Source: an optimization exercise on an open RTL-to-GDS flow (aim: small area, a short achievable clock period and few clock cycles). Production flows keep margins and buffers that such runs may drop.
Where RTL was checked, it was by simulation tests only, not by an equivalence proof against the original.
No activity file was given, so power comes from the tool's default toggle rates.

## ipdc_top
module ipdc_top (
	input  logic             i_clk,
	input  logic             i_rst_n,
	input  logic             i_op_valid,
	input  logic [2:0]       i_op_mode,
	input  logic             i_in_valid,
	input  ipdc_pkg::pixel_t i_in_data,
	output logic             o_in_ready,
	output logic             o_out_valid,
	output ipdc_pkg::pixel_t o_out_data
);
Size in the first run: ~2800 cells after synthesis, ~1700 flip-flops, ~0.043 mm2 of cells after synthesis.
Settings: LEC_CHECK=0, CAP_MARGIN=20, CORE_MARGIN=2, CORE_UTILIZATION=60, CTS_BUF_LIST=sky130_fd_sc_hd__clkbuf_16, CTS_CLUSTER_DIAMETER=60, CTS_CLUSTER_SIZE=36, PLACE_DENSITY=0.7, SETUP_SLACK_MARGIN=3.4, SLEW_MARGIN=20; clock period 5.5 ns.
run.sh (not shown) runs the stock make flow with config.mk's settings and CLKGATE_MAP_FILE= SYNTH_SCRIPT=/design/flow/synth_recipe.tcl, a recipe that flattens the netlist after the stock synthesis.
The baseline ran to the end with no violations.
Testbench counts at the start, summed over its fixed seeds: cycles 6,749.
Next try:
--- a/flow/config.mk
+++ b/flow/config.mk
@@ -9,3 +9,3 @@
 export CORE_MARGIN = 2
-export CORE_UTILIZATION = 60
+export CORE_UTILIZATION = 55
 export CTS_BUF_LIST = sky130_fd_sc_hd__clkbuf_16
@@ -13,3 +13,3 @@
 export CTS_CLUSTER_SIZE = 36
-export PLACE_DENSITY = 0.7
+export PLACE_DENSITY = 0.65
 export SETUP_SLACK_MARGIN = 3.4
Count of clock-buffer cells in the layout grows by 1.
Worst setup slack got worse by 0.037 ns.
Non-clock buffer count does not change.
Die area went up by 9.0%.
Design area went up by 1.1%.
Via count goes up by 0.86%.
Routed wire length went up by 2.6%.

========
ipdc_top, a different RTL version from the one above (not shown whole).
Size in the first run: about 2800 cells after synthesis, ~1700 flip-flops, ~57 I/O pins, ~43000 sq um of cells after synthesis.
==> flow/design.v (excerpt) <==
module ipdc_top (
	input  logic             i_clk,
	input  logic             i_rst_n,
	input  logic             i_op_valid,
	input  logic [2:0]       i_op_mode,
	input  logic             i_in_valid,
	input  ipdc_pkg::pixel_t i_in_data,
	output logic             o_in_ready,
	output logic             o_out_valid,
	output ipdc_pkg::pixel_t o_out_data
);
clock: 5.5 ns
lec_check: 0
cap_margin: 20
core_margin: 2
core_utilization: 60
cts_buf_list: sky130_fd_sc_hd__clkbuf_8
cts_cluster_diameter: 50
cts_cluster_size: 16
place_density: 0.7
setup_slack_margin: 3.0
slew_margin: 20
Next try:
--- a/flow/config.mk
+++ b/flow/config.mk
@@ -9,8 +9,8 @@
 export CORE_MARGIN = 2
 export CORE_UTILIZATION = 60
-export CTS_BUF_LIST = sky130_fd_sc_hd__clkbuf_8
-export CTS_CLUSTER_DIAMETER = 50
-export CTS_CLUSTER_SIZE = 16
+export CTS_BUF_LIST = sky130_fd_sc_hd__clkbuf_16
+export CTS_CLUSTER_DIAMETER = 60
+export CTS_CLUSTER_SIZE = 36
 export PLACE_DENSITY = 0.7
-export SETUP_SLACK_MARGIN = 3.0
+export SETUP_SLACK_MARGIN = 3.2
 export SLEW_MARGIN = 20
The changed run passed the timing, DRC and antenna checks.
Setup slack gains 0.16 ns.
Die area does not change.
Global-route usage is lower by 0.23 points.
Cell area rose by 0.97%.
Total power rises by 3.3%.
Sequential share of layout area shrinks by 0.70 points.
Next try:
==> flow/config.mk (replaced) <==
export PLATFORM = sky130hd
export DESIGN_NAME = ipdc_top
export DESIGN_NICKNAME = ipdc_top
export VERILOG_FILES = /design/flow/design.v
export SDC_FILE = /design/flow/constraint.sdc
export NUM_CORES = 4
export LEC_CHECK = 0
export CAP_MARGIN = 20
export CORE_MARGIN = 2
export CORE_UTILIZATION = 70
export CTS_BUF_LIST = sky130_fd_sc_hd__clkbuf_8
export CTS_CLUSTER_DIAMETER = 50
export CTS_CLUSTER_SIZE = 16
export PLACE_DENSITY = 0.8
export SETUP_SLACK_MARGIN = 3.2
export SLEW_MARGIN = 20
Result:
- register-to-register slack is worse by 0.02 ns
- combinational power is about the same
- power is lower by 4.4%
- worst setup slack is worse by 0.12 ns
- worst hold slack is better by 0.025 ns
- synthesized area stays the same
- critical path depth is higher by 1
- routed wire length is higher by about 5.4%
- maximum frequency is lower by 4.9%
- clock-buffer cell count is higher by 46
Next try:
--- a/flow/config.mk
+++ b/flow/config.mk
@@ -8,9 +8,9 @@
 export CAP_MARGIN = 20
 export CORE_MARGIN = 2
-export CORE_UTILIZATION = 70
+export CORE_UTILIZATION = 60
 export CTS_BUF_LIST = sky130_fd_sc_hd__clkbuf_8
 export CTS_CLUSTER_DIAMETER = 50
 export CTS_CLUSTER_SIZE = 16
-export PLACE_DENSITY = 0.8
+export PLACE_DENSITY = 0.7
 export SETUP_SLACK_MARGIN = 3.2
 export SLEW_MARGIN = 20
The new run finished clean.
Cell area rises by 1.3%.
Global-route usage falls by 4.7 points.
Register-to-register slack is worse by 0.02 ns.
Maximum frequency falls by about 1.6%.
Routed wire length falls by about 4.6%.
First-iteration DRC count falls by 21%.
Total power rises by about 2%.
Worst setup slack is worse by 0.039 ns.
Non-clock buffer count rises by 6.
Synthesized cell count is unchanged.
No run of this note included a check of the RTL's function; only the layout flow was run.

========
Setup of job 9523:
ipdc_top with an RTL version that a note above also has.
Size in the first run: about 1,700 flip-flops, roughly 57 I/O pins.
clock: 5.5 ns
lec_check: 0
cap_margin: 20
core_margin: 2
core_utilization: 60
cts_buf_list: sky130_fd_sc_hd__clkbuf_16
cts_cluster_diameter: 50
cts_cluster_size: 40
place_density: 0.7
setup_slack_margin: 3.4
slew_margin: 20
Job 9523 was carried through to the last stage, and its layout satisfied the timing, DRC and antenna checks.
Testbench counts of job 9523, summed over its fixed seeds: cycles 6,749.
Modified inputs, job 3623 compared to job 9523
Settings: swapping 40 for 32 in CTS_CLUSTER_SIZE; swapping 50 for 55 in CTS_CLUSTER_DIAMETER.
[summary]
The lower power density relative to cell area came out of job 3623.
Reported for job 9523 and job 3623, number of rows created at floorplan turned out identical to the last digit.
Re clock-buffer cell count: job 3623 is about 15% down on job 9523.
In job 3623 the post-route fraction of the period consumed by the critical path turned out 0.47 points lower than in job 9523.
In the metrics for job 9523 and job 3623, the one carrying the lower global-route usage is job 3623.
Input-level comparison between job 1026 and job 3623:
Settings: SETUP_SLACK_MARGIN changed from 3.4 to 3.3.
### Flow results
- Job 1026 vs. job 3623: switching portion of total power went up by 0.26 points.
- Looking at job 3623 and job 1026, the static leakage is a wash.
- In job 1026 the ratio of cells with drive above 1 in the final layout turned out 0.24 points lower than in job 3623.
- When the final numbers for job 3623 and job 1026 were put side by side, the clock network contribution to total cell area turned out to be smaller in job 3623.
- Diff job 3623 -> job 1026: clock share of power shows an increase of 0.9 points; worst reg-to-reg setup slack down 0.09 ns; number of combinational gates with multiple inputs stayed essentially flat; total power consumption of the routed design ~0 delta.
- Of job 3623 and job 1026, the run reporting the higher number of buffers outside the clock class in the layout was job 3623.
- In job 1026, the global routing usage on met2 came out 0.31 points below the value in job 3623.

========
orange:
ipdc_top, a different RTL version from the one above (not shown whole).
For scale: ~2700 cells after synthesis, roughly 1700 flip-flops.
==> flow/design.v (excerpt) <==
module ipdc_top (
	input  logic             i_clk,
	input  logic             i_rst_n,
	input  logic             i_op_valid,
	input  logic [2:0]       i_op_mode,
	input  logic             i_in_valid,
	input  ipdc_pkg::pixel_t i_in_data,
	output logic             o_in_ready,
	output logic             o_out_valid,
	output ipdc_pkg::pixel_t o_out_data
);
==> flow/config.mk <==
export PLATFORM = sky130hd
export DESIGN_NAME = ipdc_top
export DESIGN_NICKNAME = ipdc_top
export VERILOG_FILES = /design/flow/design.v
export SDC_FILE = /design/flow/constraint.sdc
export NUM_CORES = 4
export LEC_CHECK = 0
export CAP_MARGIN = 20
export CORE_MARGIN = 2
export CORE_UTILIZATION = 60
export CTS_BUF_LIST = sky130_fd_sc_hd__clkbuf_8
export CTS_CLUSTER_DIAMETER = 50
export CTS_CLUSTER_SIZE = 20
export PLACE_DENSITY = 0.7
export SETUP_SLACK_MARGIN = 3.0
export SLEW_MARGIN = 20
==> flow/constraint.sdc <==
create_clock -name core_clock -period 5.5 [get_ports {i_clk}]
set_input_delay 1.1000 -clock core_clock [delete_from_list [all_inputs] [get_ports {i_clk}]]
set_output_delay 1.1000 -clock core_clock [all_outputs]
set_load 0.01 [all_outputs]
> inputs changed (orange -> red)
- removing CTS_CLUSTER_DIAMETER (formerly 50)
- removing CTS_CLUSTER_SIZE (formerly 20)
- removing CTS_BUF_LIST (formerly sky130_fd_sc_hd__clkbuf_8)
[summary]
red ended with more count of clock buffers in the final design than orange.
red against orange: buffer depth of the longest clock path did not really move; clock power share went up; met1 wire length higher.
Cell area: red and orange compared, higher one is red
Met2 track demand over resource in global routing: higher on red
No run of this note included a check of the RTL's function; only the layout flow was run.

========
old:
Another version of the RTL of ipdc_top (not shown whole).
For scale: about 3000 cells after synthesis, roughly 57 I/O pins, roughly 43000 um2 of cells after synthesis.
export LEC_CHECK = 0
export CAP_MARGIN = 20
export CORE_MARGIN = 2
export CORE_UTILIZATION = 45
export PLACE_DENSITY = 0.6
export SETUP_SLACK_MARGIN = 2.0
export SLEW_MARGIN = 20
create_clock -name core_clock -period 5.5 [get_ports {i_clk}]
Inputs modified between old and new:
Settings: SETUP_SLACK_MARGIN now 2.7, was 2.0.
==> comparison <==
Measured against each other, old and new differ in via count of the first global-routing pass, the lower figure coming from old.
Compared with old, in new area growth from synthesis to final layout increased by 3.1 points relative to the old numbers; wire length of the first global-routing pass now larger; minimum clock period after layout lost 0.24 ns; utilization saw an increase; post-route worst setup slack has increased.
On synthesized area per cell, old and new are neck and neck.
Met3 demand-to-capacity share in global routing: new vs old up 0.69 points
Finished layout cell area: new worse than old
From old to new the numbers moved as follows: first-iteration DRC count went up 97, critical path depth went up 1.
No run of this note included a check of the RTL's function; only the layout flow was run.

========
ipdc_top with an RTL version that a note above also has.
For scale: ~2800 cells after synthesis, ~1700 flip-flops, roughly 0.043 mm² of cells after synthesis.
Settings: LEC_CHECK=0, CAP_MARGIN=20, CORE_MARGIN=2, CORE_UTILIZATION=60, CTS_BUF_LIST=sky130_fd_sc_hd__clkbuf_8 sky130_fd_sc_hd__clkbuf_16, CTS_CLUSTER_DIAMETER=50, CTS_CLUSTER_SIZE=24, PLACE_DENSITY=0.7, SETUP_SLACK_MARGIN=3.4, SLEW_MARGIN=20; clock period 5.5 ns.
Testbench counts at the start, summed over its fixed seeds: cycles 6,749.
Change:
--- a/flow/config.mk
+++ b/flow/config.mk
@@ -9,7 +9,7 @@
 export CORE_MARGIN = 2
 export CORE_UTILIZATION = 60
-export CTS_BUF_LIST = sky130_fd_sc_hd__clkbuf_8 sky130_fd_sc_hd__clkbuf_16
-export CTS_CLUSTER_DIAMETER = 50
-export CTS_CLUSTER_SIZE = 24
+export CTS_BUF_LIST = sky130_fd_sc_hd__clkbuf_16
+export CTS_CLUSTER_DIAMETER = 55
+export CTS_CLUSTER_SIZE = 34
 export PLACE_DENSITY = 0.7
 export SETUP_SLACK_MARGIN = 3.4
Register-to-register slack hardly moves.
Worst setup slack improves by 0.017 ns.
Clock-buffer cell count shrinks by 25.
Global-route usage goes down by 0.36 points.
Flip-flop and latch count is unchanged.

==> afterwards: timing with drivers on the ports <==
How much do the figures lean on ideal ports? The routed layouts below were timed once more, with nothing changed but the port constraints. Step 1 assumes that a clkbuf_16 drives the clock port and a buf_2 every other input. Step 2 also shifts input and output timing later by t, the mid clock arrival at the registers, as if the neighbouring blocks saw the same clock. a / b / c = ideal / step 1 / step 2; a / b = the first two.
| run | shift t [ns] | slack for setup (ns) | worst setup path after step 2 | pins driven straight from the clock port |
|---|---|---|---|---|
| the first run of note 1 | 0.698 | 3.292 / 3.229 / 2.879 | input to register | 1 |
| the second run of note 1 | 0.720 | 3.255 / 3.189 / 2.839 | input to register | 1 |
| the first run of note 2 | 0.839 | 3.067 / 3.009 / 2.402 | input to register | 1 |
| the second run of note 2 | 0.691 | 3.225 / 3.163 / 2.611 | input to register | 1 |
| the third run of note 2 | 0.809 | 3.107 / 3.045 / 2.512 | input to register | 1 |
| the fourth run of note 2 | 0.838 | 3.068 / 3.008 / 2.487 | input to register | 1 |
| job 9523 | 0.742 | 3.259 / 3.193 / 2.692 | input to register | 1 |
| job 3623 | 0.720 | 3.284 / 3.216 / 2.888 | input to register | 1 |
| job 1026 | 0.724 | 3.275 / 3.210 / 2.650 | input to register | 1 |
| orange | 0.806 | 3.042 / 2.981 / 2.444 | input to register | 1 |
| red | 0.786 | 3.057 / 2.993 / 2.409 | input to register | 1 |
| old | 0.826 | 2.077 / 2.077 / 2.077 | register to register | 1 |
| new | 0.799 | 2.319 / 2.319 / 2.319 | register to register | 1 |
| the first run of note 6 | 0.740 | 3.266 / 3.203 / 2.715 | input to register | 1 |
| the second run of note 6 | 0.720 | 3.283 / 3.220 / 2.882 | input to register | 1 |
After both steps setup and hold are still met in every run listed. The setup slack of the first run of note 2, which loses most, moves by -0.058 ns with the drivers and by -0.665 ns with both steps.
